Context: an optimization exercise on an open-source flow, tuned for small area, a short achievable clock period and few clock cycles per item. The choices shown serve that exercise and are no tape-out recipe.
Where RTL was checked, it was by simulation tests only, not by an equivalence proof against the original.
No functional check of the RTL was part of run 1.

==> flow/design.v, too long to show whole: its modules and the start of the top module <==
// module bfly_fin: 32 lines
// module bfly_pre: 142 lines
// module bfly_mul: 1143 lines
// module bfly_red: 590 lines
// module bfly_reg: 12 lines
// module ntt_butterfly: 58 lines
module ntt_butterfly (
  input  logic        clk,
  input  logic        rst,
  input  logic        in_valid,
  output logic        in_ready,
  input  logic        in_mode,
  input  logic [11:0] in_a,
  input  logic [11:0] in_b,
  input  logic [11:0] in_zeta,
  input  logic [7:0]  in_idx,
  output logic        out_valid,
  input  logic        out_ready,
  output logic [11:0] out_a,
  output logic [11:0] out_b,
  output logic [7:0]  out_idx,
  output logic        busy
);
  // ...
==> flow/flow/run.sh <==
#!/bin/bash
# Standard layout with four changes to how it is made:
#  - port buffers are buf_2 cells instead of the flow's default choice (a
#    slow delay buffer);
#  - timing repair aims for a 6.1 ns critical path (setup margin 7.9 ns
#    against the 14 ns clock);
#  - the clock tree is built from clkbuf_8 cells;
#  - after the standard synthesis, invopt4.py picks the polarity of the
#    adder cells (a full adder is self-dual; a half adder is rebuilt as an
#    XOR/XNOR and an AND-type gate when that helps) and of gates that have a
#    complementary twin (AND/NAND, AOI/AO, ...) to drop the inverters Yosys
#    leaves between them; the netlist keeps the same function, registers
#    and ports.
set -euo pipefail
ARGS=("BUFFER_PORTS_ARGS=-buffer_cell sky130_fd_sc_hd__buf_2" SETUP_SLACK_MARGIN=7.9 "CTS_BUF_LIST=sky130_fd_sc_hd__clkbuf_8")
R=$PWD/orfs/results/$FLOW_PLATFORM/ntt_butterfly/base
bash standard.sh "${ARGS[@]}" synth > synth.log 2>&1
cp $R/1_2_yosys.v 1_2_yosys_standard.v
python3 flow/invopt4.py 1_2_yosys_standard.v $R/1_2_yosys.v > invopt.log 2>&1
rm -f $R/1_synth.odb $R/1_synth.sdc
bash standard.sh "${ARGS[@]}" finish > standard.log 2>&1
==> flow/standard.sh <==
#!/bin/bash
# synth_recipe.tcl (not shown) runs the flow's synth.tcl, then flattens the netlist and writes it again
# the make line also repeats each setting of config.mk as NAME=value (left out here)
make -C /OpenROAD-flow-scripts/flow DESIGN_CONFIG=/design/flow/config.mk WORK_HOME=/design/flow/orfs CLKGATE_MAP_FILE= SYNTH_SCRIPT=/design/flow/synth_recipe.tcl "${@:-finish}"
==> flow/config.mk <==
export PLATFORM = sky130hd
export DESIGN_NAME = ntt_butterfly
export DESIGN_NICKNAME = ntt_butterfly
export VERILOG_FILES = /design/flow/design.v
export SDC_FILE = /design/flow/constraint.sdc
export NUM_CORES = 4
export LEC_CHECK = 0
export CAP_MARGIN = 20
export CORE_MARGIN = 2
export CORE_UTILIZATION = 40
export SLEW_MARGIN = 20
==> flow/constraint.sdc <==
create_clock -name core_clock -period 14.0 [get_ports {clk}]
set_input_delay 2.8000 -clock core_clock [delete_from_list [all_inputs] [get_ports {clk}]]
set_output_delay 2.8000 -clock core_clock [all_outputs]
set_load 0.01 [all_outputs]
Not shown: flow/flow/invopt4.py
==> reports/summary.txt, run 1 <==
DR DRC count -> 0
DR top layer -> met4
DRT iter0 DRCs -> 522
Post-Route WL -> 27,200 µm
Io pins -> 84
Post-DP Area -> 0.0144 mm²
Final core utilization -> 44.5%
Rel. slew slack -> 31.8%
Critical path depth -> 4
Most frequent cells in the layout -> nand2_1, fa_1, edfxtp_1, nor2_1, buf_2
Hold_sp -> u_r1.q[39]$_DFFE_PP_
CTS tree -> done
Period utilization -> 42.5%
CP arrival -> 3150 ps
Post-Synthesis Cells -> 1,264
Via count -> 9,081
Filler cells -> 3,180
Layer with the highest usage -> met2
Post-cts sizing count -> 1
Global-route met3 utilization -> 2.62%
Status -> complete, no violations
Worst path cell trace -> buf_2 > nor2_1 > nor2_1 > buf_2
Critical Path Fanout Max -> 2
Synthesized net count -> 1,571
Bufs w/o clock -> 89
Leading cell kind -> multi-input gates
PnR worst setup slack -> 8050 ps
First-pass GRT wire length -> 46,800 µm
Hold path endpoint -> u_r2.q[39]$_DFFE_PP_
NonClk Buf Share -> 3.16%
DP Wirelength -> 22,000 µm
Layout clock buffers -> 17
==> module bfly_red, before the edit <==
module bfly_red (
  input  logic        mode,
  input  logic [12:0] xa,
  input  logic [24:0] p,
  output logic [13:0] sa,
  output logic [12:0] sb
);
  logic r_1;
  logic r_2;
  logic r_3;
  logic r_4;
  logic r_5;
  logic r_6;
  logic r_7;
  logic r_8;
  logic r_9;
  logic r_10;
  logic r_11;
  logic r_12;
  logic r_13;
  logic r_14;
  logic r_15;
  logic r_16;
  logic r_17;
  logic r_18;
  logic r_19;
  logic r_20;
  logic r_21;
  logic r_22;
  logic r_23;
  logic r_24;
  logic r_25;
  logic r_26;
  logic r_27;
  logic r_28;
  logic r_29;
  logic r_30;
  logic r_31;
  logic r_32;
  logic r_33;
  logic r_34;
  logic r_35;
  logic r_36;
  logic r_37;
  logic r_38;
  logic [8:0] r_39;
  logic ct;
  logic r_41;
  logic r_42;
  logic r_43;
  logic r_44;
  logic r_45;
  logic r_46;
  logic r_47;
  logic r_48;
  logic r_49;
  logic r_50;
  logic r_51;
  logic r_52;
  logic r_53;
  logic r_54;
  logic r_55;
  logic r_56;
  logic r_57;
  logic r_58;
  logic r_59;
  logic r_60;
  logic r_61;
  logic r_62;
  logic r_63;
  logic r_64;
  logic r_65;
  logic r_66;
  logic r_67;
  logic r_68;
  logic r_69;
  logic r_70;
  logic r_71;
  logic r_72;
  logic r_73;
  logic r_74;
  logic r_75;
  logic r_76;
  logic r_77;
  logic r_78;
  logic r_79;
  logic r_80;
  logic r_81;
  logic r_82;
  logic r_83;
  logic r_84;
  logic r_85;
  logic r_86;
  logic r_87;
  logic r_88;
  logic r_89;
  logic r_90;
  logic r_91;
  logic r_92;
  logic r_93;
  logic r_94;
  logic r_95;
  logic r_96;
  logic r_97;
  logic r_98;
  logic r_99;
  logic r_100;
  logic r_101;
  logic r_102;
  logic r_103;
  logic r_104;
  logic r_105;
  logic r_106;
  logic r_107;
  logic r_108;
  logic r_109;
  logic r_110;
  logic r_111;
  logic r_112;
  logic r_113;
  logic r_114;
  logic r_115;
  logic r_116;
  logic r_117;
  logic r_118;
  logic r_119;
  logic r_120;
  logic r_121;
  logic r_122;
  logic r_123;
  logic r_124;
  logic r_125;
  logic r_126;
  logic r_127;
  logic r_128;
  logic r_129;
  logic r_130;
  logic r_131;
  logic r_132;
  logic r_133;
  logic r_134;
  logic r_135;
  logic r_136;
  logic r_137;
  logic r_138;
  logic r_139;
  logic r_140;
  logic r_141;
  logic r_142;
  logic r_143;
  logic r_144;
  logic r_145;
  logic r_146;
  logic r_147;
  logic r_148;
  logic r_149;
  logic r_150;
  logic r_151;
  logic r_152;
  logic r_153;
  logic r_154;
  logic r_155;
  logic r_156;
  logic [13:0] r_157;
  logic r_158;
  logic r_159;
  logic r_160;
  logic r_161;
  logic r_162;
  logic r_163;
  logic r_164;
  logic r_165;
  logic r_166;
  logic r_167;
  logic r_168;
  logic r_169;
  logic r_170;
  logic r_171;
  logic r_172;
  logic r_173;
  logic r_174;
  logic r_175;
  logic r_176;
  logic r_177;
  logic r_178;
  logic r_179;
  logic r_180;
  logic r_181;
  logic r_182;
  logic r_183;
  logic r_184;
  logic r_185;
  logic r_186;
  logic r_187;
  logic r_188;
  logic r_189;
  logic r_190;
  logic r_191;
  logic r_192;
  logic r_193;
  logic r_194;
  logic r_195;
  logic r_196;
  logic r_197;
  logic r_198;
  logic r_199;
  logic r_200;
  logic r_201;
  logic r_202;
  logic r_203;
  logic r_204;
  logic r_205;
  logic r_206;
  logic r_207;
  logic r_208;
  logic r_209;
  logic r_210;
  logic r_211;
  logic r_212;
  logic r_213;
  logic r_214;
  logic r_215;
  logic r_216;
  logic r_217;
  logic r_218;
  logic r_219;
  logic r_220;
  logic r_221;
  logic r_222;
  logic r_223;
  logic r_224;
  logic r_225;
  logic r_226;
  logic r_227;
  logic r_228;
  logic r_229;
  logic r_230;
  logic r_231;
  logic r_232;
  logic r_233;
  logic r_234;
  logic r_235;
  logic r_236;
  logic r_237;
  logic r_238;
  logic r_239;
  logic r_240;
  logic r_241;
  logic r_242;
  logic r_243;
  logic r_244;
  logic r_245;
  logic r_246;
  logic r_247;
  logic r_248;
  logic r_249;
  logic r_250;
  logic r_251;
  logic r_252;
  logic r_253;
  logic r_254;
  logic r_255;
  logic r_256;
  logic r_257;
  logic r_258;
  logic r_259;
  logic r_260;
  logic r_261;
  logic r_262;
  logic r_263;
  logic r_264;
  logic r_265;
  logic r_266;
  logic r_267;
  logic r_268;
  logic r_269;
  logic r_270;
  logic r_271;
  logic r_272;
  logic r_273;
  logic r_274;
  logic r_275;
  logic r_276;
  logic r_277;
  logic r_278;
  logic r_279;
  logic r_280;
  logic r_281;
  logic r_282;
  logic r_283;
  logic r_284;
  logic r_285;
  logic r_286;
  logic r_287;
  logic r_288;
  logic r_289;
  logic [12:0] r_290;
  assign r_1 = ~p[8];
  assign r_2 = ~p[9];
  assign r_3 = ~p[10];
  assign r_4 = ~p[11];
  assign r_5 = ~p[12];
  assign r_6 = ~p[13];
  assign r_7 = ~p[14];
  assign r_8 = ~p[15];
  assign r_9 = p[3] ^ p[1];
  assign r_10 = p[3] & p[1];
  assign r_11 = p[4] ^ p[2] ^ p[1];
  assign r_12 = (p[4] & p[2]) | (p[1] & (p[4] ^ p[2]));
  assign r_13 = p[5] ^ p[3] ^ p[2];
  assign r_14 = (p[5] & p[3]) | (p[2] & (p[5] ^ p[3]));
  assign r_15 = p[6] ^ p[4] ^ p[3];
  assign r_16 = (p[6] & p[4]) | (p[3] & (p[6] ^ p[4]));
  assign r_17 = p[7] ^ p[5] ^ p[4];
  assign r_18 = (p[7] & p[5]) | (p[4] & (p[7] ^ p[5]));
  assign r_19 = p[0] ^ r_1;
  assign r_20 = p[0] & r_1;
  assign r_21 = p[1] ^ r_2;
  assign r_22 = p[1] & r_2;
  assign r_23 = p[2] ^ p[0] ^ r_3;
  assign r_24 = (p[2] & p[0]) | (r_3 & (p[2] ^ p[0]));
  assign r_25 = p[0] ^ r_4 ^ r_9;
  assign r_26 = (p[0] & r_4) | (r_9 & (p[0] ^ r_4));
  assign r_27 = r_5 ^ r_10 ^ r_11;
  assign r_28 = (r_5 & r_10) | (r_11 & (r_5 ^ r_10));
  assign r_29 = r_6 ^ r_12 ^ r_13;
  assign r_30 = (r_6 & r_12) | (r_13 & (r_6 ^ r_12));
  assign r_31 = r_7 ^ r_14 ^ r_15;
  assign r_32 = (r_7 & r_14) | (r_15 & (r_7 ^ r_14));
  assign r_33 = r_8 ^ r_16 ^ r_17;
  assign r_34 = (r_8 & r_16) | (r_17 & (r_8 ^ r_16));
  assign r_35 = p[6] ^ p[5] ^ r_18;
  assign r_36 = (p[6] & p[5]) | (r_18 & (p[6] ^ p[5]));
  assign r_37 = p[7] ^ p[6];
  assign r_38 = p[7] & p[6];
  assign r_39 = {1'b0, r_32, r_30, r_28, r_26, r_24, r_22, r_20, r_19} + {1'b0, r_33, r_31, r_29, r_27, r_25, r_23, r_21, 1'b1};
  assign ct = ~mode;
  assign r_41 = r_39[0] & ct;
  assign r_42 = r_39[1] & ct;
  assign r_43 = r_39[2] & ct;
  assign r_44 = r_39[3] & ct;
  assign r_45 = r_39[4] & ct;
  assign r_46 = r_39[5] & ct;
  assign r_47 = r_39[6] & ct;
  assign r_48 = r_39[7] & ct;
  assign r_49 = r_34 & ct;
  assign r_50 = r_36 & ct;
  assign r_51 = p[7] & ct;
  assign r_52 = r_35 & ct;
  assign r_53 = r_37 & ct;
  assign r_54 = r_38 & ct;
  assign r_55 = r_39[8] & ct;
  assign r_56 = p[16] & ct;
  assign r_57 = p[17] & ct;
  assign r_58 = p[18] & ct;
  assign r_59 = p[19] & ct;
  assign r_60 = p[20] & ct;
  assign r_61 = p[21] & ct;
  assign r_62 = p[22] & ct;
  assign r_63 = p[23] & ct;
  assign r_64 = p[24] & ct;
  assign r_65 = ~r_49;
  assign r_66 = ~r_50;
  assign r_67 = ~r_51;
  assign r_68 = ~r_52;
  assign r_69 = ~r_53;
  assign r_70 = ~r_54;
  assign r_71 = ~r_55;
  assign r_72 = xa[0] ^ r_56 ^ ct;
  assign r_73 = (xa[0] & r_56) | (ct & (xa[0] ^ r_56));
  assign r_74 = ~(r_72 ^ r_65);
  assign r_75 = r_72 | r_65;
  assign r_76 = xa[1] ^ r_57 ^ r_73;
  assign r_77 = (xa[1] & r_57) | (r_73 & (xa[1] ^ r_57));
  assign r_78 = r_66 ^ r_69;
  assign r_79 = r_66 & r_69;
  assign r_80 = xa[2] ^ r_58 ^ r_67;
  assign r_81 = (xa[2] & r_58) | (r_67 & (xa[2] ^ r_58));
  assign r_82 = r_70 ^ r_43 ^ r_41;
  assign r_83 = (r_70 & r_43) | (r_41 & (r_70 ^ r_43));
  assign r_84 = xa[3] ^ r_59 ^ r_44;
  assign r_85 = (xa[3] & r_59) | (r_44 & (xa[3] ^ r_59));
  assign r_86 = r_42 ^ r_41;
  assign r_87 = r_42 & r_41;
  assign r_88 = ~(xa[4] ^ r_60);
  assign r_89 = xa[4] | r_60;
  assign r_90 = r_45 ^ r_43 ^ r_42;
  assign r_91 = (r_45 & r_43) | (r_42 & (r_45 ^ r_43));
  assign r_92 = ~(xa[5] ^ r_61);
  assign r_93 = xa[5] | r_61;
  assign r_94 = r_46 ^ r_44 ^ r_43;
  assign r_95 = (r_46 & r_44) | (r_43 & (r_46 ^ r_44));
  assign r_96 = ~(xa[6] ^ r_62);
  assign r_97 = xa[6] | r_62;
  assign r_98 = r_47 ^ r_45 ^ r_44;
  assign r_99 = (r_47 & r_45) | (r_44 & (r_47 ^ r_45));
  assign r_100 = ~(xa[7] ^ r_63);
  assign r_101 = xa[7] | r_63;
  assign r_102 = r_48 ^ r_46 ^ r_45;
  assign r_103 = (r_48 & r_46) | (r_45 & (r_48 ^ r_46));
  assign r_104 = ~(xa[8] ^ r_64);
  assign r_105 = xa[8] | r_64;
  assign r_106 = r_47 ^ r_46;
  assign r_107 = r_47 & r_46;
  assign r_108 = ~(xa[9] ^ r_48);
  assign r_109 = xa[9] | r_48;
  assign r_110 = r_68 ^ r_41;
  assign r_111 = r_68 & r_41;
  assign r_112 = r_76 ^ r_42 ^ r_78;
  assign r_113 = (r_76 & r_42) | (r_78 & (r_76 ^ r_42));
  assign r_114 = r_77 ^ r_79 ^ r_80;
  assign r_115 = (r_77 & r_79) | (r_80 & (r_77 ^ r_79));
  assign r_116 = r_81 ^ r_86 ^ r_83;
  assign r_117 = (r_81 & r_86) | (r_83 & (r_81 ^ r_86));
  assign r_118 = r_88 ^ r_87 ^ r_85;
  assign r_119 = (r_88 & r_87) | (r_85 & (r_88 ^ r_87));
  assign r_120 = r_89 ^ r_92 ^ r_91;
  assign r_121 = (r_89 & r_92) | (r_91 & (r_89 ^ r_92));
  assign r_122 = r_93 ^ r_96 ^ r_95;
  assign r_123 = (r_93 & r_96) | (r_95 & (r_93 ^ r_96));
  assign r_124 = r_97 ^ r_100 ^ r_99;
  assign r_125 = (r_97 & r_100) | (r_99 & (r_97 ^ r_100));
  assign r_126 = r_101 ^ r_104 ^ r_106;
  assign r_127 = (r_101 & r_104) | (r_106 & (r_101 ^ r_104));
  assign r_128 = r_105 ^ r_47 ^ r_107;
  assign r_129 = (r_105 & r_47) | (r_107 & (r_105 ^ r_47));
  assign r_130 = ~(xa[10] ^ r_48);
  assign r_131 = xa[10] | r_48;
  assign r_132 = r_71 ^ r_74;
  assign r_133 = r_71 & r_74;
  assign r_134 = r_75 ^ r_111 ^ r_112;
  assign r_135 = (r_75 & r_111) | (r_112 & (r_75 ^ r_111));
  assign r_136 = r_82 ^ r_113 ^ r_114;
  assign r_137 = (r_82 & r_113) | (r_114 & (r_82 ^ r_113));
  assign r_138 = r_84 ^ r_115 ^ r_116;
  assign r_139 = (r_84 & r_115) | (r_116 & (r_84 ^ r_115));
  assign r_140 = r_90 ^ r_117 ^ r_118;
  assign r_141 = (r_90 & r_117) | (r_118 & (r_90 ^ r_117));
  assign r_142 = r_94 ^ r_119 ^ r_120;
  assign r_143 = (r_94 & r_119) | (r_120 & (r_94 ^ r_119));
  assign r_144 = r_98 ^ r_121 ^ r_122;
  assign r_145 = (r_98 & r_121) | (r_122 & (r_98 ^ r_121));
  assign r_146 = r_102 ^ r_123 ^ r_124;
  assign r_147 = (r_102 & r_123) | (r_124 & (r_102 ^ r_123));
  assign r_148 = r_103 ^ r_126 ^ r_125;
  assign r_149 = (r_103 & r_126) | (r_125 & (r_103 ^ r_126));
  assign r_150 = r_108 ^ r_127 ^ r_128;
  assign r_151 = (r_108 & r_127) | (r_128 & (r_108 ^ r_127));
  assign r_152 = r_109 ^ r_130 ^ r_129;
  assign r_153 = (r_109 & r_130) | (r_129 & (r_109 ^ r_130));
  assign r_154 = ~(xa[11] ^ r_131);
  assign r_155 = xa[11] | r_131;
  assign r_156 = ~xa[12];
  assign r_157 = {1'b1, r_155, r_153, r_151, r_149, r_147, r_145, r_143, r_141, r_139, r_137, r_135, r_133, r_110} + {xa[12], r_156, r_154, r_152, r_150, r_148, r_146, r_144, r_142, r_140, r_138, r_136, r_134, r_132};
  assign sa = r_157;
  assign r_158 = xa[0] & ct;
  assign r_159 = xa[1] & ct;
  assign r_160 = xa[2] & ct;
  assign r_161 = xa[3] & ct;
  assign r_162 = xa[4] & ct;
  assign r_163 = xa[5] & ct;
  assign r_164 = xa[6] & ct;
  assign r_165 = xa[7] & ct;
  assign r_166 = xa[8] & ct;
  assign r_167 = xa[9] & ct;
  assign r_168 = xa[10] & ct;
  assign r_169 = xa[11] & ct;
  assign r_170 = xa[12] & ct;
  assign r_171 = ~r_39[0];
  assign r_172 = ~r_39[1];
  assign r_173 = ~r_39[2];
  assign r_174 = ~r_39[3];
  assign r_175 = ~r_39[4];
  assign r_176 = ~r_39[5];
  assign r_177 = ~r_39[6];
  assign r_178 = ~r_39[7];
  assign r_179 = ~r_39[0];
  assign r_180 = ~r_39[1];
  assign r_181 = ~r_39[2];
  assign r_182 = ~r_39[3];
  assign r_183 = ~r_39[4];
  assign r_184 = ~r_39[5];
  assign r_185 = ~r_39[6];
  assign r_186 = ~r_39[7];
  assign r_187 = ~r_39[0];
  assign r_188 = ~r_39[1];
  assign r_189 = ~r_39[2];
  assign r_190 = ~r_39[3];
  assign r_191 = ~r_39[4];
  assign r_192 = ~r_39[5];
  assign r_193 = ~r_39[6];
  assign r_194 = ~r_39[7];
  assign r_195 = ~p[16];
  assign r_196 = ~p[17];
  assign r_197 = ~p[18];
  assign r_198 = ~p[19];
  assign r_199 = ~p[20];
  assign r_200 = ~p[21];
  assign r_201 = ~p[22];
  assign r_202 = ~p[23];
  assign r_203 = ~p[24];
  assign r_204 = ~r_158;
  assign r_205 = ~r_160;
  assign r_206 = ~r_161;
  assign r_207 = r_195 ^ r_204 ^ r_34;
  assign r_208 = (r_195 & r_204) | (r_34 & (r_195 ^ r_204));
  assign r_209 = r_159 ^ r_196 ^ r_158;
  assign r_210 = (r_159 & r_196) | (r_158 & (r_159 ^ r_196));
  assign r_211 = r_36 ^ r_37;
  assign r_212 = r_36 & r_37;
  assign r_213 = r_197 ^ r_205 ^ p[7];
  assign r_214 = (r_197 & r_205) | (p[7] & (r_197 ^ r_205));
  assign r_215 = r_38 ^ r_173 ^ r_179;
  assign r_216 = (r_38 & r_173) | (r_179 & (r_38 ^ r_173));
  assign r_217 = r_198 ^ r_160 ^ r_206;
  assign r_218 = (r_198 & r_160) | (r_206 & (r_198 ^ r_160));
  assign r_219 = r_174 ^ r_180 ^ r_187;
  assign r_220 = (r_174 & r_180) | (r_187 & (r_174 ^ r_180));
  assign r_221 = r_162 ^ r_199 ^ r_161;
  assign r_222 = (r_162 & r_199) | (r_161 & (r_162 ^ r_199));
  assign r_223 = r_175 ^ r_181 ^ r_188;
  assign r_224 = (r_175 & r_181) | (r_188 & (r_175 ^ r_181));
  assign r_225 = r_163 ^ r_200 ^ r_176;
  assign r_226 = (r_163 & r_200) | (r_176 & (r_163 ^ r_200));
  assign r_227 = r_182 ^ r_189;
  assign r_228 = r_182 & r_189;
  assign r_229 = r_164 ^ r_201 ^ r_177;
  assign r_230 = (r_164 & r_201) | (r_177 & (r_164 ^ r_201));
  assign r_231 = r_183 ^ r_190;
  assign r_232 = r_183 & r_190;
  assign r_233 = r_165 ^ r_202 ^ r_178;
  assign r_234 = (r_165 & r_202) | (r_178 & (r_165 ^ r_202));
  assign r_235 = r_184 ^ r_191;
  assign r_236 = r_184 & r_191;
  assign r_237 = ~(r_166 ^ r_203);
  assign r_238 = r_166 | r_203;
  assign r_239 = r_185 ^ r_192;
  assign r_240 = r_185 & r_192;
  assign r_241 = r_167 ^ r_186;
  assign r_242 = r_167 & r_186;
  assign r_243 = r_35 ^ r_39[8];
  assign r_244 = r_35 & r_39[8];
  assign r_245 = r_209 ^ r_211 ^ r_208;
  assign r_246 = (r_209 & r_211) | (r_208 & (r_209 ^ r_211));
  assign r_247 = r_210 ^ r_212 ^ r_213;
  assign r_248 = (r_210 & r_212) | (r_213 & (r_210 ^ r_212));
  assign r_249 = r_217 ^ r_214 ^ r_216;
  assign r_250 = (r_217 & r_214) | (r_216 & (r_217 ^ r_214));
  assign r_251 = r_218 ^ r_221 ^ r_220;
  assign r_252 = (r_218 & r_221) | (r_220 & (r_218 ^ r_221));
  assign r_253 = r_222 ^ r_227 ^ r_224;
  assign r_254 = (r_222 & r_227) | (r_224 & (r_222 ^ r_227));
  assign r_255 = r_228 ^ r_231 ^ r_226;
  assign r_256 = (r_228 & r_231) | (r_226 & (r_228 ^ r_231));
  assign r_257 = r_232 ^ r_235 ^ r_230;
  assign r_258 = (r_232 & r_235) | (r_230 & (r_232 ^ r_235));
  assign r_259 = r_237 ^ r_236 ^ r_239;
  assign r_260 = (r_237 & r_236) | (r_239 & (r_237 ^ r_236));
  assign r_261 = r_238 ^ r_193 ^ r_240;
  assign r_262 = (r_238 & r_193) | (r_240 & (r_238 ^ r_193));
  assign r_263 = r_168 ^ r_194;
  assign r_264 = r_168 & r_194;
  assign r_265 = r_207 ^ r_171;
  assign r_266 = r_207 & r_171;
  assign r_267 = r_172 ^ r_244 ^ r_245;
  assign r_268 = (r_172 & r_244) | (r_245 & (r_172 ^ r_244));
  assign r_269 = r_246 ^ r_247 ^ r_215;
  assign r_270 = (r_246 & r_247) | (r_215 & (r_246 ^ r_247));
  assign r_271 = r_248 ^ r_219 ^ r_249;
  assign r_272 = (r_248 & r_219) | (r_249 & (r_248 ^ r_219));
  assign r_273 = r_223 ^ r_250 ^ r_251;
  assign r_274 = (r_223 & r_250) | (r_251 & (r_223 ^ r_250));
  assign r_275 = r_225 ^ r_252 ^ r_253;
  assign r_276 = (r_225 & r_252) | (r_253 & (r_225 ^ r_252));
  assign r_277 = r_229 ^ r_254 ^ r_255;
  assign r_278 = (r_229 & r_254) | (r_255 & (r_229 ^ r_254));
  assign r_279 = r_233 ^ r_256 ^ r_257;
  assign r_280 = (r_233 & r_256) | (r_257 & (r_233 ^ r_256));
  assign r_281 = r_234 ^ r_259 ^ r_258;
  assign r_282 = (r_234 & r_259) | (r_258 & (r_234 ^ r_259));
  assign r_283 = r_241 ^ r_260 ^ r_261;
  assign r_284 = (r_241 & r_260) | (r_261 & (r_241 ^ r_260));
  assign r_285 = r_242 ^ r_263 ^ r_262;
  assign r_286 = (r_242 & r_263) | (r_262 & (r_242 ^ r_263));
  assign r_287 = r_169 ^ r_264;
  assign r_288 = r_169 & r_264;
  assign r_289 = ~r_170;
  assign r_290 = {r_288, r_286, r_284, r_282, r_280, r_278, r_276, r_274, r_272, r_270, r_268, r_266, r_243} + {r_289, r_287, r_285, r_283, r_281, r_279, r_277, r_275, r_273, r_271, r_269, r_267, r_265};
  assign sb = r_290;
endmodule
==> run 2: changes to the inputs <==
--- a/flow/design.v
+++ b/flow/design.v
@@ -1478,7 +1478,7 @@
   logic r_154;
   logic r_155;
   logic r_156;
-  logic [13:0] r_157;
+  logic r_157;
   logic r_158;
   logic r_159;
   logic r_160;
@@ -1568,7 +1568,7 @@
   logic r_244;
   logic r_245;
   logic r_246;
-  logic r_247;
+  logic [13:0] r_247;
   logic r_248;
   logic r_249;
   logic r_250;
@@ -1611,7 +1611,179 @@
   logic r_287;
   logic r_288;
   logic r_289;
-  logic [12:0] r_290;
+  logic r_290;
+  logic r_291;
+  logic r_292;
+  logic r_293;
+  logic r_294;
+  logic r_295;
+  logic r_296;
+  logic r_297;
+  logic r_298;
+  logic r_299;
+  logic r_300;
+  logic r_301;
+  logic r_302;
+  logic r_303;
+  logic r_304;
+  logic r_305;
+  logic r_306;
+  logic r_307;
+  logic r_308;
+  logic r_309;
+  logic r_310;
+  logic r_311;
+  logic r_312;
+  logic r_313;
+  logic r_314;
+  logic r_315;
+  logic r_316;
+  logic r_317;
+  logic r_318;
+  logic r_319;
+  logic r_320;
+  logic r_321;
+  logic r_322;
+  logic r_323;
+  logic r_324;
+  logic r_325;
+  logic r_326;
+  logic r_327;
+  logic r_328;
+  logic r_329;
+  logic r_330;
+  logic r_331;
+  logic r_332;
+  logic r_333;
+  logic r_334;
+  logic r_335;
+  logic r_336;
+  logic r_337;
+  logic r_338;
+  logic r_339;
+  logic r_340;
+  logic r_341;
+  logic r_342;
+  logic r_343;
+  logic r_344;
+  logic r_345;
+  logic r_346;
+  logic r_347;
+  logic r_348;
+  logic r_349;
+  logic r_350;
+  logic r_351;
+  logic r_352;
+  logic r_353;
+  logic r_354;
+  logic r_355;
+  logic r_356;
+  logic r_357;
+  logic r_358;
+  logic r_359;
+  logic r_360;
+  logic r_361;
+  logic r_362;
+  logic r_363;
+  logic r_364;
+  logic r_365;
+  logic r_366;
+  logic r_367;
+  logic r_368;
+  logic r_369;
+  logic r_370;
+  logic r_371;
+  logic r_372;
+  logic r_373;
+  logic r_374;
+  logic r_375;
+  logic r_376;
+  logic r_377;
+  logic r_378;
+  logic r_379;
+  logic r_380;
+  logic r_381;
+  logic r_382;
+  logic r_383;
+  logic r_384;
+  logic r_385;
+  logic r_386;
+  logic r_387;
+  logic r_388;
+  logic r_389;
+  logic r_390;
+  logic r_391;
+  logic r_392;
+  logic r_393;
+  logic r_394;
+  logic r_395;
+  logic r_396;
+  logic r_397;
+  logic r_398;
+  logic r_399;
+  logic r_400;
+  logic r_401;
+  logic r_402;
+  logic r_403;
+  logic r_404;
+  logic r_405;
+  logic r_406;
+  logic r_407;
+  logic r_408;
+  logic r_409;
+  logic r_410;
+  logic r_411;
+  logic r_412;
+  logic r_413;
+  logic r_414;
+  logic r_415;
+  logic r_416;
+  logic r_417;
+  logic r_418;
+  logic r_419;
+  logic r_420;
+  logic r_421;
+  logic r_422;
+  logic r_423;
+  logic r_424;
+  logic r_425;
+  logic r_426;
+  logic r_427;
+  logic r_428;
+  logic r_429;
+  logic r_430;
+  logic r_431;
+  logic r_432;
+  logic r_433;
+  logic r_434;
+  logic r_435;
+  logic r_436;
+  logic r_437;
+  logic r_438;
+  logic r_439;
+  logic r_440;
+  logic r_441;
+  logic r_442;
+  logic r_443;
+  logic r_444;
+  logic r_445;
+  logic r_446;
+  logic r_447;
+  logic r_448;
+  logic r_449;
+  logic r_450;
+  logic r_451;
+  logic r_452;
+  logic r_453;
+  logic r_454;
+  logic r_455;
+  logic r_456;
+  logic r_457;
+  logic r_458;
+  logic r_459;
+  logic r_460;
+  logic r_461;
+  logic [12:0] r_462;
   assign r_1 = ~p[8];
   assign r_2 = ~p[9];
   assign r_3 = ~p[10];
@@ -1768,142 +1940,314 @@
   assign r_154 = ~(xa[11] ^ r_131);
   assign r_155 = xa[11] | r_131;
   assign r_156 = ~xa[12];
-  assign r_157 = {1'b1, r_155, r_153, r_151, r_149, r_147, r_145, r_143, r_141, r_139, r_137, r_135, r_133, r_110} + {xa[12], r_156, r_154, r_152, r_150, r_148, r_146, r_144, r_142, r_140, r_138, r_136, r_134, r_132};
-  assign sa = r_157;
-  assign r_158 = xa[0] & ct;
-  assign r_159 = xa[1] & ct;
-  assign r_160 = xa[2] & ct;
-  assign r_161 = xa[3] & ct;
-  assign r_162 = xa[4] & ct;
-  assign r_163 = xa[5] & ct;
-  assign r_164 = xa[6] & ct;
-  assign r_165 = xa[7] & ct;
-  assign r_166 = xa[8] & ct;
-  assign r_167 = xa[9] & ct;
-  assign r_168 = xa[10] & ct;
-  assign r_169 = xa[11] & ct;
-  assign r_170 = xa[12] & ct;
-  assign r_171 = ~r_39[0];
-  assign r_172 = ~r_39[1];
-  assign r_173 = ~r_39[2];
-  assign r_174 = ~r_39[3];
-  assign r_175 = ~r_39[4];
-  assign r_176 = ~r_39[5];
-  assign r_177 = ~r_39[6];
-  assign r_178 = ~r_39[7];
-  assign r_179 = ~r_39[0];
-  assign r_180 = ~r_39[1];
-  assign r_181 = ~r_39[2];
-  assign r_182 = ~r_39[3];
-  assign r_183 = ~r_39[4];
-  assign r_184 = ~r_39[5];
-  assign r_185 = ~r_39[6];
-  assign r_186 = ~r_39[7];
-  assign r_187 = ~r_39[0];
-  assign r_188 = ~r_39[1];
-  assign r_189 = ~r_39[2];
-  assign r_190 = ~r_39[3];
-  assign r_191 = ~r_39[4];
-  assign r_192 = ~r_39[5];
-  assign r_193 = ~r_39[6];
-  assign r_194 = ~r_39[7];
-  assign r_195 = ~p[16];
-  assign r_196 = ~p[17];
-  assign r_197 = ~p[18];
-  assign r_198 = ~p[19];
-  assign r_199 = ~p[20];
-  assign r_200 = ~p[21];
-  assign r_201 = ~p[22];
-  assign r_202 = ~p[23];
-  assign r_203 = ~p[24];
-  assign r_204 = ~r_158;
-  assign r_205 = ~r_160;
-  assign r_206 = ~r_161;
-  assign r_207 = r_195 ^ r_204 ^ r_34;
-  assign r_208 = (r_195 & r_204) | (r_34 & (r_195 ^ r_204));
-  assign r_209 = r_159 ^ r_196 ^ r_158;
-  assign r_210 = (r_159 & r_196) | (r_158 & (r_159 ^ r_196));
-  assign r_211 = r_36 ^ r_37;
-  assign r_212 = r_36 & r_37;
-  assign r_213 = r_197 ^ r_205 ^ p[7];
-  assign r_214 = (r_197 & r_205) | (p[7] & (r_197 ^ r_205));
-  assign r_215 = r_38 ^ r_173 ^ r_179;
-  assign r_216 = (r_38 & r_173) | (r_179 & (r_38 ^ r_173));
-  assign r_217 = r_198 ^ r_160 ^ r_206;
-  assign r_218 = (r_198 & r_160) | (r_206 & (r_198 ^ r_160));
-  assign r_219 = r_174 ^ r_180 ^ r_187;
-  assign r_220 = (r_174 & r_180) | (r_187 & (r_174 ^ r_180));
-  assign r_221 = r_162 ^ r_199 ^ r_161;
-  assign r_222 = (r_162 & r_199) | (r_161 & (r_162 ^ r_199));
-  assign r_223 = r_175 ^ r_181 ^ r_188;
-  assign r_224 = (r_175 & r_181) | (r_188 & (r_175 ^ r_181));
-  assign r_225 = r_163 ^ r_200 ^ r_176;
-  assign r_226 = (r_163 & r_200) | (r_176 & (r_163 ^ r_200));
-  assign r_227 = r_182 ^ r_189;
-  assign r_228 = r_182 & r_189;
-  assign r_229 = r_164 ^ r_201 ^ r_177;
-  assign r_230 = (r_164 & r_201) | (r_177 & (r_164 ^ r_201));
-  assign r_231 = r_183 ^ r_190;
-  assign r_232 = r_183 & r_190;
-  assign r_233 = r_165 ^ r_202 ^ r_178;
-  assign r_234 = (r_165 & r_202) | (r_178 & (r_165 ^ r_202));
-  assign r_235 = r_184 ^ r_191;
-  assign r_236 = r_184 & r_191;
-  assign r_237 = ~(r_166 ^ r_203);
-  assign r_238 = r_166 | r_203;
-  assign r_239 = r_185 ^ r_192;
-  assign r_240 = r_185 & r_192;
-  assign r_241 = r_167 ^ r_186;
-  assign r_242 = r_167 & r_186;
-  assign r_243 = r_35 ^ r_39[8];
-  assign r_244 = r_35 & r_39[8];
-  assign r_245 = r_209 ^ r_211 ^ r_208;
-  assign r_246 = (r_209 & r_211) | (r_208 & (r_209 ^ r_211));
-  assign r_247 = r_210 ^ r_212 ^ r_213;
-  assign r_248 = (r_210 & r_212) | (r_213 & (r_210 ^ r_212));
-  assign r_249 = r_217 ^ r_214 ^ r_216;
-  assign r_250 = (r_217 & r_214) | (r_216 & (r_217 ^ r_214));
-  assign r_251 = r_218 ^ r_221 ^ r_220;
-  assign r_252 = (r_218 & r_221) | (r_220 & (r_218 ^ r_221));
-  assign r_253 = r_222 ^ r_227 ^ r_224;
-  assign r_254 = (r_222 & r_227) | (r_224 & (r_222 ^ r_227));
-  assign r_255 = r_228 ^ r_231 ^ r_226;
-  assign r_256 = (r_228 & r_231) | (r_226 & (r_228 ^ r_231));
-  assign r_257 = r_232 ^ r_235 ^ r_230;
-  assign r_258 = (r_232 & r_235) | (r_230 & (r_232 ^ r_235));
-  assign r_259 = r_237 ^ r_236 ^ r_239;
-  assign r_260 = (r_237 & r_236) | (r_239 & (r_237 ^ r_236));
-  assign r_261 = r_238 ^ r_193 ^ r_240;
-  assign r_262 = (r_238 & r_193) | (r_240 & (r_238 ^ r_193));
-  assign r_263 = r_168 ^ r_194;
-  assign r_264 = r_168 & r_194;
-  assign r_265 = r_207 ^ r_171;
-  assign r_266 = r_207 & r_171;
-  assign r_267 = r_172 ^ r_244 ^ r_245;
-  assign r_268 = (r_172 & r_244) | (r_245 & (r_172 ^ r_244));
-  assign r_269 = r_246 ^ r_247 ^ r_215;
-  assign r_270 = (r_246 & r_247) | (r_215 & (r_246 ^ r_247));
-  assign r_271 = r_248 ^ r_219 ^ r_249;
-  assign r_272 = (r_248 & r_219) | (r_249 & (r_248 ^ r_219));
-  assign r_273 = r_223 ^ r_250 ^ r_251;
-  assign r_274 = (r_223 & r_250) | (r_251 & (r_223 ^ r_250));
-  assign r_275 = r_225 ^ r_252 ^ r_253;
-  assign r_276 = (r_225 & r_252) | (r_253 & (r_225 ^ r_252));
-  assign r_277 = r_229 ^ r_254 ^ r_255;
-  assign r_278 = (r_229 & r_254) | (r_255 & (r_229 ^ r_254));
-  assign r_279 = r_233 ^ r_256 ^ r_257;
-  assign r_280 = (r_233 & r_256) | (r_257 & (r_233 ^ r_256));
-  assign r_281 = r_234 ^ r_259 ^ r_258;
-  assign r_282 = (r_234 & r_259) | (r_258 & (r_234 ^ r_259));
-  assign r_283 = r_241 ^ r_260 ^ r_261;
-  assign r_284 = (r_241 & r_260) | (r_261 & (r_241 ^ r_260));
-  assign r_285 = r_242 ^ r_263 ^ r_262;
-  assign r_286 = (r_242 & r_263) | (r_262 & (r_242 ^ r_263));
-  assign r_287 = r_169 ^ r_264;
-  assign r_288 = r_169 & r_264;
-  assign r_289 = ~r_170;
-  assign r_290 = {r_288, r_286, r_284, r_282, r_280, r_278, r_276, r_274, r_272, r_270, r_268, r_266, r_243} + {r_289, r_287, r_285, r_283, r_281, r_279, r_277, r_275, r_273, r_271, r_269, r_267, r_265};
-  assign sb = r_290;
+  assign r_157 = r_110 & r_132;
+  assign r_158 = r_133 & r_134;
+  assign r_159 = r_135 & r_136;
+  assign r_160 = r_137 & r_138;
+  assign r_161 = r_139 & r_140;
+  assign r_162 = r_141 & r_142;
+  assign r_163 = r_143 & r_144;
+  assign r_164 = r_145 & r_146;
+  assign r_165 = r_147 & r_148;
+  assign r_166 = r_149 & r_150;
+  assign r_167 = r_151 & r_152;
+  assign r_168 = r_153 & r_154;
+  assign r_169 = r_155 & r_156;
+  assign r_170 = r_110 ^ r_132;
+  assign r_171 = r_133 ^ r_134;
+  assign r_172 = r_135 ^ r_136;
+  assign r_173 = r_137 ^ r_138;
+  assign r_174 = r_139 ^ r_140;
+  assign r_175 = r_141 ^ r_142;
+  assign r_176 = r_143 ^ r_144;
+  assign r_177 = r_145 ^ r_146;
+  assign r_178 = r_147 ^ r_148;
+  assign r_179 = r_149 ^ r_150;
+  assign r_180 = r_151 ^ r_152;
+  assign r_181 = r_153 ^ r_154;
+  assign r_182 = r_155 ^ r_156;
+  assign r_183 = ~xa[12];
+  assign r_184 = r_158 | (r_171 & r_157);
+  assign r_185 = r_171 & r_170;
+  assign r_186 = r_160 | (r_173 & r_159);
+  assign r_187 = r_173 & r_172;
+  assign r_188 = r_162 | (r_175 & r_161);
+  assign r_189 = r_175 & r_174;
+  assign r_190 = r_164 | (r_177 & r_163);
+  assign r_191 = r_177 & r_176;
+  assign r_192 = r_166 | (r_179 & r_165);
+  assign r_193 = r_179 & r_178;
+  assign r_194 = r_168 | (r_181 & r_167);
+  assign r_195 = r_181 & r_180;
+  assign r_196 = xa[12] | (r_183 & r_169);
+  assign r_197 = r_183 & r_182;
+  assign r_198 = r_159 | (r_172 & r_184);
+  assign r_199 = r_172 & r_185;
+  assign r_200 = r_186 | (r_187 & r_184);
+  assign r_201 = r_187 & r_185;
+  assign r_202 = r_163 | (r_176 & r_188);
+  assign r_203 = r_176 & r_189;
+  assign r_204 = r_190 | (r_191 & r_188);
+  assign r_205 = r_191 & r_189;
+  assign r_206 = r_167 | (r_180 & r_192);
+  assign r_207 = r_180 & r_193;
+  assign r_208 = r_194 | (r_195 & r_192);
+  assign r_209 = r_195 & r_193;
+  assign r_210 = r_161 | (r_174 & r_200);
+  assign r_211 = r_174 & r_201;
+  assign r_212 = r_188 | (r_189 & r_200);
+  assign r_213 = r_189 & r_201;
+  assign r_214 = r_202 | (r_203 & r_200);
+  assign r_215 = r_203 & r_201;
+  assign r_216 = r_204 | (r_205 & r_200);
+  assign r_217 = r_205 & r_201;
+  assign r_218 = r_169 | (r_182 & r_208);
+  assign r_219 = r_182 & r_209;
+  assign r_220 = r_196 | (r_197 & r_208);
+  assign r_221 = r_197 & r_209;
+  assign r_222 = r_165 | (r_178 & r_216);
+  assign r_223 = r_178 & r_217;
+  assign r_224 = r_192 | (r_193 & r_216);
+  assign r_225 = r_193 & r_217;
+  assign r_226 = r_206 | (r_207 & r_216);
+  assign r_227 = r_207 & r_217;
+  assign r_228 = r_208 | (r_209 & r_216);
+  assign r_229 = r_209 & r_217;
+  assign r_230 = r_218 | (r_219 & r_216);
+  assign r_231 = r_219 & r_217;
+  assign r_232 = r_220 | (r_221 & r_216);
+  assign r_233 = r_221 & r_217;
+  assign r_234 = r_171 ^ r_157;
+  assign r_235 = r_172 ^ r_184;
+  assign r_236 = r_173 ^ r_198;
+  assign r_237 = r_174 ^ r_200;
+  assign r_238 = r_175 ^ r_210;
+  assign r_239 = r_176 ^ r_212;
+  assign r_240 = r_177 ^ r_214;
+  assign r_241 = r_178 ^ r_216;
+  assign r_242 = r_179 ^ r_222;
+  assign r_243 = r_180 ^ r_224;
+  assign r_244 = r_181 ^ r_226;
+  assign r_245 = r_182 ^ r_228;
+  assign r_246 = r_183 ^ r_230;
+  assign r_247 = {r_246, r_245, r_244, r_243, r_242, r_241, r_240, r_239, r_238, r_237, r_236, r_235, r_234, r_170};
+  assign sa = r_247;
+  assign r_248 = xa[0] & ct;
+  assign r_249 = xa[1] & ct;
+  assign r_250 = xa[2] & ct;
+  assign r_251 = xa[3] & ct;
+  assign r_252 = xa[4] & ct;
+  assign r_253 = xa[5] & ct;
+  assign r_254 = xa[6] & ct;
+  assign r_255 = xa[7] & ct;
+  assign r_256 = xa[8] & ct;
+  assign r_257 = xa[9] & ct;
+  assign r_258 = xa[10] & ct;
+  assign r_259 = xa[11] & ct;
+  assign r_260 = xa[12] & ct;
+  assign r_261 = ~r_39[0];
+  assign r_262 = ~r_39[1];
+  assign r_263 = ~r_39[2];
+  assign r_264 = ~r_39[3];
+  assign r_265 = ~r_39[4];
+  assign r_266 = ~r_39[5];
+  assign r_267 = ~r_39[6];
+  assign r_268 = ~r_39[7];
+  assign r_269 = ~r_39[0];
+  assign r_270 = ~r_39[1];
+  assign r_271 = ~r_39[2];
+  assign r_272 = ~r_39[3];
+  assign r_273 = ~r_39[4];
+  assign r_274 = ~r_39[5];
+  assign r_275 = ~r_39[6];
+  assign r_276 = ~r_39[7];
+  assign r_277 = ~r_39[0];
+  assign r_278 = ~r_39[1];
+  assign r_279 = ~r_39[2];
+  assign r_280 = ~r_39[3];
+  assign r_281 = ~r_39[4];
+  assign r_282 = ~r_39[5];
+  assign r_283 = ~r_39[6];
+  assign r_284 = ~r_39[7];
+  assign r_285 = ~p[16];
+  assign r_286 = ~p[17];
+  assign r_287 = ~p[18];
+  assign r_288 = ~p[19];
+  assign r_289 = ~p[20];
+  assign r_290 = ~p[21];
+  assign r_291 = ~p[22];
+  assign r_292 = ~p[23];
+  assign r_293 = ~p[24];
+  assign r_294 = ~r_248;
+  assign r_295 = ~r_250;
+  assign r_296 = ~r_251;
+  assign r_297 = r_285 ^ r_294 ^ r_34;
+  assign r_298 = (r_285 & r_294) | (r_34 & (r_285 ^ r_294));
+  assign r_299 = r_249 ^ r_286 ^ r_248;
+  assign r_300 = (r_249 & r_286) | (r_248 & (r_249 ^ r_286));
+  assign r_301 = r_36 ^ r_37;
+  assign r_302 = r_36 & r_37;
+  assign r_303 = r_287 ^ r_295 ^ p[7];
+  assign r_304 = (r_287 & r_295) | (p[7] & (r_287 ^ r_295));
+  assign r_305 = r_38 ^ r_263 ^ r_269;
+  assign r_306 = (r_38 & r_263) | (r_269 & (r_38 ^ r_263));
+  assign r_307 = r_288 ^ r_250 ^ r_296;
+  assign r_308 = (r_288 & r_250) | (r_296 & (r_288 ^ r_250));
+  assign r_309 = r_264 ^ r_270 ^ r_277;
+  assign r_310 = (r_264 & r_270) | (r_277 & (r_264 ^ r_270));
+  assign r_311 = r_252 ^ r_289 ^ r_251;
+  assign r_312 = (r_252 & r_289) | (r_251 & (r_252 ^ r_289));
+  assign r_313 = r_265 ^ r_271 ^ r_278;
+  assign r_314 = (r_265 & r_271) | (r_278 & (r_265 ^ r_271));
+  assign r_315 = r_253 ^ r_290 ^ r_266;
+  assign r_316 = (r_253 & r_290) | (r_266 & (r_253 ^ r_290));
+  assign r_317 = r_272 ^ r_279;
+  assign r_318 = r_272 & r_279;
+  assign r_319 = r_254 ^ r_291 ^ r_267;
+  assign r_320 = (r_254 & r_291) | (r_267 & (r_254 ^ r_291));
+  assign r_321 = r_273 ^ r_280;
+  assign r_322 = r_273 & r_280;
+  assign r_323 = r_255 ^ r_292 ^ r_268;
+  assign r_324 = (r_255 & r_292) | (r_268 & (r_255 ^ r_292));
+  assign r_325 = r_274 ^ r_281;
+  assign r_326 = r_274 & r_281;
+  assign r_327 = ~(r_256 ^ r_293);
+  assign r_328 = r_256 | r_293;
+  assign r_329 = r_275 ^ r_282;
+  assign r_330 = r_275 & r_282;
+  assign r_331 = r_257 ^ r_276;
+  assign r_332 = r_257 & r_276;
+  assign r_333 = r_35 ^ r_39[8];
+  assign r_334 = r_35 & r_39[8];
+  assign r_335 = r_299 ^ r_301 ^ r_298;
+  assign r_336 = (r_299 & r_301) | (r_298 & (r_299 ^ r_301));
+  assign r_337 = r_300 ^ r_302 ^ r_303;
+  assign r_338 = (r_300 & r_302) | (r_303 & (r_300 ^ r_302));
+  assign r_339 = r_307 ^ r_304 ^ r_306;
+  assign r_340 = (r_307 & r_304) | (r_306 & (r_307 ^ r_304));
+  assign r_341 = r_308 ^ r_311 ^ r_310;
+  assign r_342 = (r_308 & r_311) | (r_310 & (r_308 ^ r_311));
+  assign r_343 = r_312 ^ r_317 ^ r_314;
+  assign r_344 = (r_312 & r_317) | (r_314 & (r_312 ^ r_317));
+  assign r_345 = r_318 ^ r_321 ^ r_316;
+  assign r_346 = (r_318 & r_321) | (r_316 & (r_318 ^ r_321));
+  assign r_347 = r_322 ^ r_325 ^ r_320;
+  assign r_348 = (r_322 & r_325) | (r_320 & (r_322 ^ r_325));
+  assign r_349 = r_327 ^ r_326 ^ r_329;
+  assign r_350 = (r_327 & r_326) | (r_329 & (r_327 ^ r_326));
+  assign r_351 = r_328 ^ r_283 ^ r_330;
+  assign r_352 = (r_328 & r_283) | (r_330 & (r_328 ^ r_283));
+  assign r_353 = r_258 ^ r_284;
+  assign r_354 = r_258 & r_284;
+  assign r_355 = r_297 ^ r_261;
+  assign r_356 = r_297 & r_261;
+  assign r_357 = r_262 ^ r_334 ^ r_335;
+  assign r_358 = (r_262 & r_334) | (r_335 & (r_262 ^ r_334));
+  assign r_359 = r_336 ^ r_337 ^ r_305;
+  assign r_360 = (r_336 & r_337) | (r_305 & (r_336 ^ r_337));
+  assign r_361 = r_338 ^ r_309 ^ r_339;
+  assign r_362 = (r_338 & r_309) | (r_339 & (r_338 ^ r_309));
+  assign r_363 = r_313 ^ r_340 ^ r_341;
+  assign r_364 = (r_313 & r_340) | (r_341 & (r_313 ^ r_340));
+  assign r_365 = r_315 ^ r_342 ^ r_343;
+  assign r_366 = (r_315 & r_342) | (r_343 & (r_315 ^ r_342));
+  assign r_367 = r_319 ^ r_344 ^ r_345;
+  assign r_368 = (r_319 & r_344) | (r_345 & (r_319 ^ r_344));
+  assign r_369 = r_323 ^ r_346 ^ r_347;
+  assign r_370 = (r_323 & r_346) | (r_347 & (r_323 ^ r_346));
+  assign r_371 = r_324 ^ r_349 ^ r_348;
+  assign r_372 = (r_324 & r_349) | (r_348 & (r_324 ^ r_349));
+  assign r_373 = r_331 ^ r_350 ^ r_351;
+  assign r_374 = (r_331 & r_350) | (r_351 & (r_331 ^ r_350));
+  assign r_375 = r_332 ^ r_353 ^ r_352;
+  assign r_376 = (r_332 & r_353) | (r_352 & (r_332 ^ r_353));
+  assign r_377 = r_259 ^ r_354;
+  assign r_378 = r_259 & r_354;
+  assign r_379 = ~r_260;
+  assign r_380 = r_333 & r_355;
+  assign r_381 = r_356 & r_357;
+  assign r_382 = r_358 & r_359;
+  assign r_383 = r_360 & r_361;
+  assign r_384 = r_362 & r_363;
+  assign r_385 = r_364 & r_365;
+  assign r_386 = r_366 & r_367;
+  assign r_387 = r_368 & r_369;
+  assign r_388 = r_370 & r_371;
+  assign r_389 = r_372 & r_373;
+  assign r_390 = r_374 & r_375;
+  assign r_391 = r_376 & r_377;
+  assign r_392 = r_378 & r_379;
+  assign r_393 = r_333 ^ r_355;
+  assign r_394 = r_356 ^ r_357;
+  assign r_395 = r_358 ^ r_359;
+  assign r_396 = r_360 ^ r_361;
+  assign r_397 = r_362 ^ r_363;
+  assign r_398 = r_364 ^ r_365;
+  assign r_399 = r_366 ^ r_367;
+  assign r_400 = r_368 ^ r_369;
+  assign r_401 = r_370 ^ r_371;
+  assign r_402 = r_372 ^ r_373;
+  assign r_403 = r_374 ^ r_375;
+  assign r_404 = r_376 ^ r_377;
+  assign r_405 = r_378 ^ r_379;
+  assign r_406 = r_381 | (r_394 & r_380);
+  assign r_407 = r_394 & r_393;
+  assign r_408 = r_383 | (r_396 & r_382);
+  assign r_409 = r_396 & r_395;
+  assign r_410 = r_385 | (r_398 & r_384);
+  assign r_411 = r_398 & r_397;
+  assign r_412 = r_387 | (r_400 & r_386);
+  assign r_413 = r_400 & r_399;
+  assign r_414 = r_389 | (r_402 & r_388);
+  assign r_415 = r_402 & r_401;
+  assign r_416 = r_391 | (r_404 & r_390);
+  assign r_417 = r_404 & r_403;
+  assign r_418 = r_382 | (r_395 & r_406);
+  assign r_419 = r_395 & r_407;
+  assign r_420 = r_408 | (r_409 & r_406);
+  assign r_421 = r_409 & r_407;
+  assign r_422 = r_386 | (r_399 & r_410);
+  assign r_423 = r_399 & r_411;
+  assign r_424 = r_412 | (r_413 & r_410);
+  assign r_425 = r_413 & r_411;
+  assign r_426 = r_390 | (r_403 & r_414);
+  assign r_427 = r_403 & r_415;
+  assign r_428 = r_416 | (r_417 & r_414);
+  assign r_429 = r_417 & r_415;
+  assign r_430 = r_384 | (r_397 & r_420);
+  assign r_431 = r_397 & r_421;
+  assign r_432 = r_410 | (r_411 & r_420);
+  assign r_433 = r_411 & r_421;
+  assign r_434 = r_422 | (r_423 & r_420);
+  assign r_435 = r_423 & r_421;
+  assign r_436 = r_424 | (r_425 & r_420);
+  assign r_437 = r_425 & r_421;
+  assign r_438 = r_392 | (r_405 & r_428);
+  assign r_439 = r_405 & r_429;
+  assign r_440 = r_388 | (r_401 & r_436);
+  assign r_441 = r_401 & r_437;
+  assign r_442 = r_414 | (r_415 & r_436);
+  assign r_443 = r_415 & r_437;
+  assign r_444 = r_426 | (r_427 & r_436);
+  assign r_445 = r_427 & r_437;
+  assign r_446 = r_428 | (r_429 & r_436);
+  assign r_447 = r_429 & r_437;
+  assign r_448 = r_438 | (r_439 & r_436);
+  assign r_449 = r_439 & r_437;
+  assign r_450 = r_394 ^ r_380;
+  assign r_451 = r_395 ^ r_406;
+  assign r_452 = r_396 ^ r_418;
+  assign r_453 = r_397 ^ r_420;
+  assign r_454 = r_398 ^ r_430;
+  assign r_455 = r_399 ^ r_432;
+  assign r_456 = r_400 ^ r_434;
+  assign r_457 = r_401 ^ r_436;
+  assign r_458 = r_402 ^ r_440;
+  assign r_459 = r_403 ^ r_442;
+  assign r_460 = r_404 ^ r_444;
+  assign r_461 = r_405 ^ r_446;
+  assign r_462 = {r_461, r_460, r_459, r_458, r_457, r_456, r_455, r_454, r_453, r_452, r_451, r_450, r_393};
+  assign sb = r_462;
 endmodule
 module bfly_reg #(
   parameter int W = 8
--- a/flow/flow/run.sh
+++ b/flow/flow/run.sh
@@ -12,7 +12,7 @@
 #    leaves between them; the netlist keeps the same function, registers
 #    and ports.
 set -euo pipefail
-ARGS=("BUFFER_PORTS_ARGS=-buffer_cell sky130_fd_sc_hd__buf_2" SETUP_SLACK_MARGIN=7.9 "CTS_BUF_LIST=sky130_fd_sc_hd__clkbuf_8")
+ARGS=("BUFFER_PORTS_ARGS=-buffer_cell sky130_fd_sc_hd__buf_2" SETUP_SLACK_MARGIN=7.9 CORE_UTILIZATION=60 "CTS_BUF_LIST=sky130_fd_sc_hd__clkbuf_8")
 R=$PWD/orfs/results/$FLOW_PLATFORM/ntt_butterfly/base
 bash standard.sh "${ARGS[@]}" synth > synth.log 2>&1
 cp $R/1_2_yosys.v 1_2_yosys_standard.v
==> run 2 against run 1 <==
Compared with the run above: critical path depth up 10; fmax down 0.48%; sequential share of layout area up 0.71 points; synthesized cell count down 3.5%; largest cell class unchanged; sequential cell count unchanged; utilization up 22 points; global-route usage up 8.4 points; still clean on timing, DRC and antenna; die area down 34%; routed wire length down 0.98%.
==> reports/summary.txt, run 2 <==
Die H -> 153 µm (was 188 µm)
Commonest non-fill, non-tap cell in the layout -> nand2_1 (unchanged)
Initial Util -> 61.1% (was 40.4%)
Vias per inst -> 5.55 (was 5.06)
DRT iter0 DRCs -> 422 (was 522)
Final #Nets -> 1,599 (was 1,640)
Area added between synthesis and finish -> 8.78% (was 10.1%)
Ant diodes -> 0 (unchanged)
First-pass GRT wire length -> 46,600 µm (was 46,800 µm)
Largest net degree at the start of global routing -> 75 (was 86)
Max frequency -> 167 MHz (was 168 MHz)
Routability Congestion -> 0.865 (was 0.871)
Placement Rows -> 54 (was 67)
Post-route setup TNS -> 0 ps (unchanged)
Fin. max-slew vios -> 0 (unchanged)
Die area -> 0.0234 mm² (was 0.0353 mm²)
Via count -> 8,766 (was 9,081)
Rel. slew slack -> 36.6% (was 31.8%)
Gr usage total -> 24.9% (was 16.4%)
Worst-skew pair later-pin latency -> 460 ps (was 470 ps)
Htree depth -> 4 (unchanged)
Drt pass-1 iters -> 5 (unchanged)
Top Registers -> u_r1.q x47, u_r2.q x47, u_r3.q x35 (unchanged)
CTS tree -> done (unchanged)
Period utilization -> 42.7% (was 42.5%)
Syn avg cell area -> 10.9 µm² (was 10.7 µm²)
Post-Syn Area -> 0.0133 mm² (was 0.0135 mm²)
Post-Synthesis Cells -> 1,220 (was 1,264)
DP Wirelength -> 21,400 µm (was 22,000 µm)
Sinks on Clock Net -> 133 (unchanged)
Wirelength per Cell -> 17.0 µm (was 15.1 µm)
R2R setup slack -> 8180 ps (was 8240 ps)
RSZ-0062 raised after global routing -> true (was false)
I/O Buffers -> 83 (unchanged)
Final Hold Viols -> 0 (unchanged)
Filler cells -> 1,758 (was 3,180)
Slew @ Worst Pin -> 951 ps (was 1020 ps)
Routed Antenna Nets -> 0 (unchanged)
Path type of the worst setup path -> input pin to register (was input pin to primary output)
Status -> complete, no violations (unchanged)
CP arrival -> 6190 ps (was 3150 ps)
Skew final -> 17.4 ps (was 13.4 ps)
Most frequent cells in the layout -> nand2_1, fa_1, edfxtp_1, buf_2, nor2_1 (was nand2_1, fa_1, edfxtp_1, nor2_1, buf_2)
Pre-CTS WS -> 7370 ps (was 7320 ps)
Critical Path Fanout Max -> 30 (was 2)
Min Tclk post-route -> 5980 ps (was 5950 ps)
Clock Path Buffers -> 2 (unchanged)
Worst hold path class -> register to register (unchanged)
Die Width -> 153 µm (was 188 µm)
DR DRC count -> 0 (unchanged)
Ys Warns -> 4 (unchanged)
Endpoints failing setup -> 0 (unchanged)
CTS Buf Count -> 17 (unchanged)
CTS Root Cell -> clkbuf_8 (unchanged)
Crit path required time -> 14,210 ps (was 11,200 ps)
Vias in the first global route -> 9,459 (was 9,652)
GR Overflow Total -> 0 (unchanged)
Fraction of layout cells with a size suffix above 1 -> 11.5% (was 10.9%)
Initial antenna violation count -> 0 (unchanged)
Synthesized net count -> 1,532 (was 1,571)
Crit end category -> register (was primary output)
Io pins -> 84 (unchanged)
Worst-path clk slew -> 90 ps (was 100 ps)
PnR worst setup slack -> 8020 ps (was 8050 ps)
Post-Route WL -> 26,900 µm (was 27,200 µm)
CORE AREA -> 0.0218 mm² (was 0.0334 mm²)
Max-Cap Viols -> 0 (unchanged)
CP startpoint kind -> input pin (unchanged)
[run 2: layout make-up]
class                      instances  area (µm²)  share of cell area, %
clock buffer                      17         234                   1.61
clock inverter                    15         223                   1.54
inverter                          54         205                   1.42
multi-input combinational        992        9070                   62.6
sequential                       133        3950                   27.3
tap                              280         350                   2.42
timing repair buffer              89         463                   3.19
[run 2: through the flow]
stage / cells / utilization, % / hold WS [ps] / area, µm²
3_5_place_dp: 1545 / 64.1 / 405 / 14000
4_1_cts: 1577 / 66.2 / 415 / 14500
5_1_grt: 1580 / 66.4 / 426 / 14500
6_report: 1580 / 66.4 / 415 / 14500
3_3_place_gp: 1545 / 64.1 / 401 / 14000
2_1_floorplan: 1220 / - / 400 / 13400
[run 2: routing by layer]
metal / GRT usage, % / share of wire [%] / up-vias
met5: 0 / 0 / -
met4: 5.56 / 1.2 / 0
met3: 3.83 / 4.4 / 21
met2: 40.9 / 48 / 211
met1: 35.4 / 46 / 4332
li1: - / - / 4202
[run 2: what timing repair did]
item,in CTS,in global routing
gates resized for setup,1,4
hold buffers,0,0
setup endpoints to repair,1,9
buffers inserted,0,3
[run 2: worst max-delay path, cell delays in order]
cell and delay [ps]:
buf_4 280, nor2b_1 180, ha_1 260, fa_2 390
fa_2 370, fa_2 350, fa_2 390, fa_2 360
a21o_1 170, a21oi_2 150, o21bai_1 100, a21oi_2 160
o21ai_1 90, xnor2_1 130
[run 2: worst paths after layout]
| kind | from | to | cells past startpoint |
|---|---|---|---|
| min reg2reg | u_r1.q[46]$_DFFE_PP_ | u_r2.q[46]$_DFFE_PP_ | 0 |
| max | in_mode | u_r1.q[32]$_DFFE_PP_ | 14 |
| min | u_r1.q[46]$_DFFE_PP_ | u_r2.q[46]$_DFFE_PP_ | 0 |
| max reg2reg | u_r1.q[15]$_DFFE_PP_ | u_r2.q[31]$_DFFE_PP_ | 14 |
Testbench counts of run 2, summed over its fixed seeds: cycles 16,024, items 16,000.
==> run 3: changes to the inputs <==
--- a/flow/flow/run.sh
+++ b/flow/flow/run.sh
@@ -12,7 +12,7 @@
 #    leaves between them; the netlist keeps the same function, registers
 #    and ports.
 set -euo pipefail
-ARGS=("BUFFER_PORTS_ARGS=-buffer_cell sky130_fd_sc_hd__buf_2" SETUP_SLACK_MARGIN=7.9 CORE_UTILIZATION=60 "CTS_BUF_LIST=sky130_fd_sc_hd__clkbuf_8")
+ARGS=("BUFFER_PORTS_ARGS=-buffer_cell sky130_fd_sc_hd__buf_2" SETUP_SLACK_MARGIN=7.9 "CTS_BUF_LIST=sky130_fd_sc_hd__clkbuf_8")
 R=$PWD/orfs/results/$FLOW_PLATFORM/ntt_butterfly/base
 bash standard.sh "${ARGS[@]}" synth > synth.log 2>&1
 cp $R/1_2_yosys.v 1_2_yosys_standard.v
==> run 3 against run 2 <==
Compared with the run above: still clean on timing, DRC and antenna; routed wire length is 0.86% higher; hold slack improved by 0.61 ps; synthesized area unchanged; register-to-register slack better by 60 ps; synthesized cell count unchanged; non-clock buffer count stayed put; cell count up 10%; highest routed layer unchanged.
==> reports/summary.txt, run 3 <==
CP startpoint kind -> input pin (unchanged)
Routability Congestion -> 0.845 (was 0.865)
Crit path required time -> 11,200 ps (was 14,210 ps)
Path type of the worst setup path -> input pin to primary output (was input pin to register)
DRT iter0 DRCs -> 440 (was 422)
Largest net degree at the start of global routing -> 79 (was 75)
Final Cell Area -> 0.0146 mm² (was 0.0145 mm²)
Critical Path Fanout Max -> 2 (was 30)
Max frequency -> 168 MHz (was 167 MHz)
Final Hold Viols -> 0 (unchanged)
Synthesized net count -> 1,532 (unchanged)
CTS Buf Count -> 17 (unchanged)
Final core utilization -> 44.8% (was 66.4%)
Drt pass-1 iters -> 7 (was 5)
CTS tree -> done (unchanged)
Htree depth -> 4 (unchanged)
First-pass GRT wire length -> 46,400 µm (was 46,600 µm)
GR Overflow Total -> 0 (unchanged)
Post-Route WL -> 27,100 µm (was 26,900 µm)
CP max-delay cell -> buf_2 (was fa_2)
Filler cells -> 3,101 (was 1,758)
Final #Nets -> 1,599 (unchanged)
CORE AREA -> 0.0327 mm² (was 0.0218 mm²)
Period utilization -> 42.6% (was 42.7%)
Top Registers -> u_r1.q x47, u_r2.q x47, u_r3.q x35 (unchanged)
Commonest non-fill, non-tap cell in the layout -> nand2_1 (unchanged)
CTS Root Cell -> clkbuf_8 (unchanged)
Area added between synthesis and finish -> 9.88% (was 8.78%)
Io pins -> 84 (unchanged)
Worst path cell trace -> buf_2 > nor2_1 > nor2_1 > buf_2 (was buf_4 > nor2b_1 > ha_1 > fa_2 > fa_2 > fa_2 > fa_2 > fa_2 > a21o_1 > a21oi_2 > o21bai_1 > a21oi_2 > o21ai_1 > xnor2_1)
Rel. slew slack -> 35.9% (was 36.6%)
Endpoints failing setup -> 0 (unchanged)
Die H -> 187 µm (was 153 µm)
Via count -> 8,698 (was 8,766)
Die area -> 0.0348 mm² (was 0.0234 mm²)
Placed cells -> 1,706 (was 1,545)
Worst-path clk slew -> 90 ps (about the same)
Fraction of layout cells with a size suffix above 1 -> 11.2% (was 11.5%)
Sinks on Clock Net -> 133 (unchanged)
Status -> complete, no violations (unchanged)
Routed Antenna Nets -> 0 (unchanged)
Post-DP Area -> 0.0142 mm² (was 0.0140 mm²)
CP arrival -> 3160 ps (was 6190 ps)
DR DRC count -> 0 (unchanged)
Min Tclk post-route -> 5960 ps (was 5980 ps)
-- run 3: per-stage QoR --
stage	setup slack, ps	hold WS (ps)
2_1_floorplan	7900	400
3_3_place_gp	7360	401
3_5_place_dp	7300	405
4_1_cts	7960	411
5_1_grt	7850	428
6_report	8040	415
-- run 3: path summary, 6_finish.rpt --
| path | slack, ps | end | cells past startpoint | from |
|---|---|---|---|---|
| max | 8040 | in_ready | 4 | out_ready |
| min | 420 | u_r2.q[46]$_DFFE_PP_ | 0 | u_r1.q[46]$_DFFE_PP_ |
| max reg2reg | 8240 | u_r3.q[34]$_DFFE_PP_ | 19 | u_r2.q[10]$_DFFE_PP_ |
| min reg2reg | 420 | u_r2.q[46]$_DFFE_PP_ | 0 | u_r1.q[46]$_DFFE_PP_ |
-- run 3: what timing repair did --
item	CTS	global route
pin swaps	0	1
gates resized for setup	1	2
hold buffers	0	0
endpoints found under the setup margin	1	9
buffers inserted	0	4
-- run 3: critical path, delay by kind of cell --
kind                   cells  cell delay (ps)
and+or+nand+nor            2              130
buffers and inverters      2              230
-- run 3: final cells by class --
type | instances | area, µm² | area share [%]
sequential | 133 | 3950 | 27.0
timing repair buffer | 89 | 467 | 3.19
inverter | 54 | 205 | 1.40
clock inverter | 15 | 183 | 1.25
clock buffer | 17 | 234 | 1.60
multi-input combinational | 992 | 9050 | 61.8
tap | 442 | 553 | 3.78
-- run 3: metal layers --
layer / part of all wire [%] / GRT usage [%]
met1: 46 / 22.1
met2: 48 / 27.9
met3: 3.7 / 2.29
met4: 2.2 / 5.86
met5: 0 / 0

==> port drivers added, routing unchanged <==
The results above use ideal ports. As a check the final layouts listed here were re-extracted and re-timed, cells and wires unchanged. Step 1, drivers: a clkbuf_16 drives clk and a buf_2 each remaining input, both assumed. Step 2, shift: input delay + t, output delay - t, t = (earliest + latest rising clock arrival at the registers) / 2. This alone moves slack from input paths to output paths. a / b / c = ideal / step 1 / step 2; a / b = the first two.
run | t, ns | setup WS [ns] | worst data-port slew with drivers (ns)
run 1 | 0.506 | 8.048 / 8.028 / 7.566 | 0.06
run 2 | 0.494 | 8.020 / 8.032 / 7.544 | 0.04
run 3 | 0.495 | 8.036 / 8.017 / 7.561 | 0.06
After both steps every run listed still meets setup and hold. For run 1, which loses most, drivers alone change the setup slack by -0.020 ns; drivers and shift together by -0.482 ns.
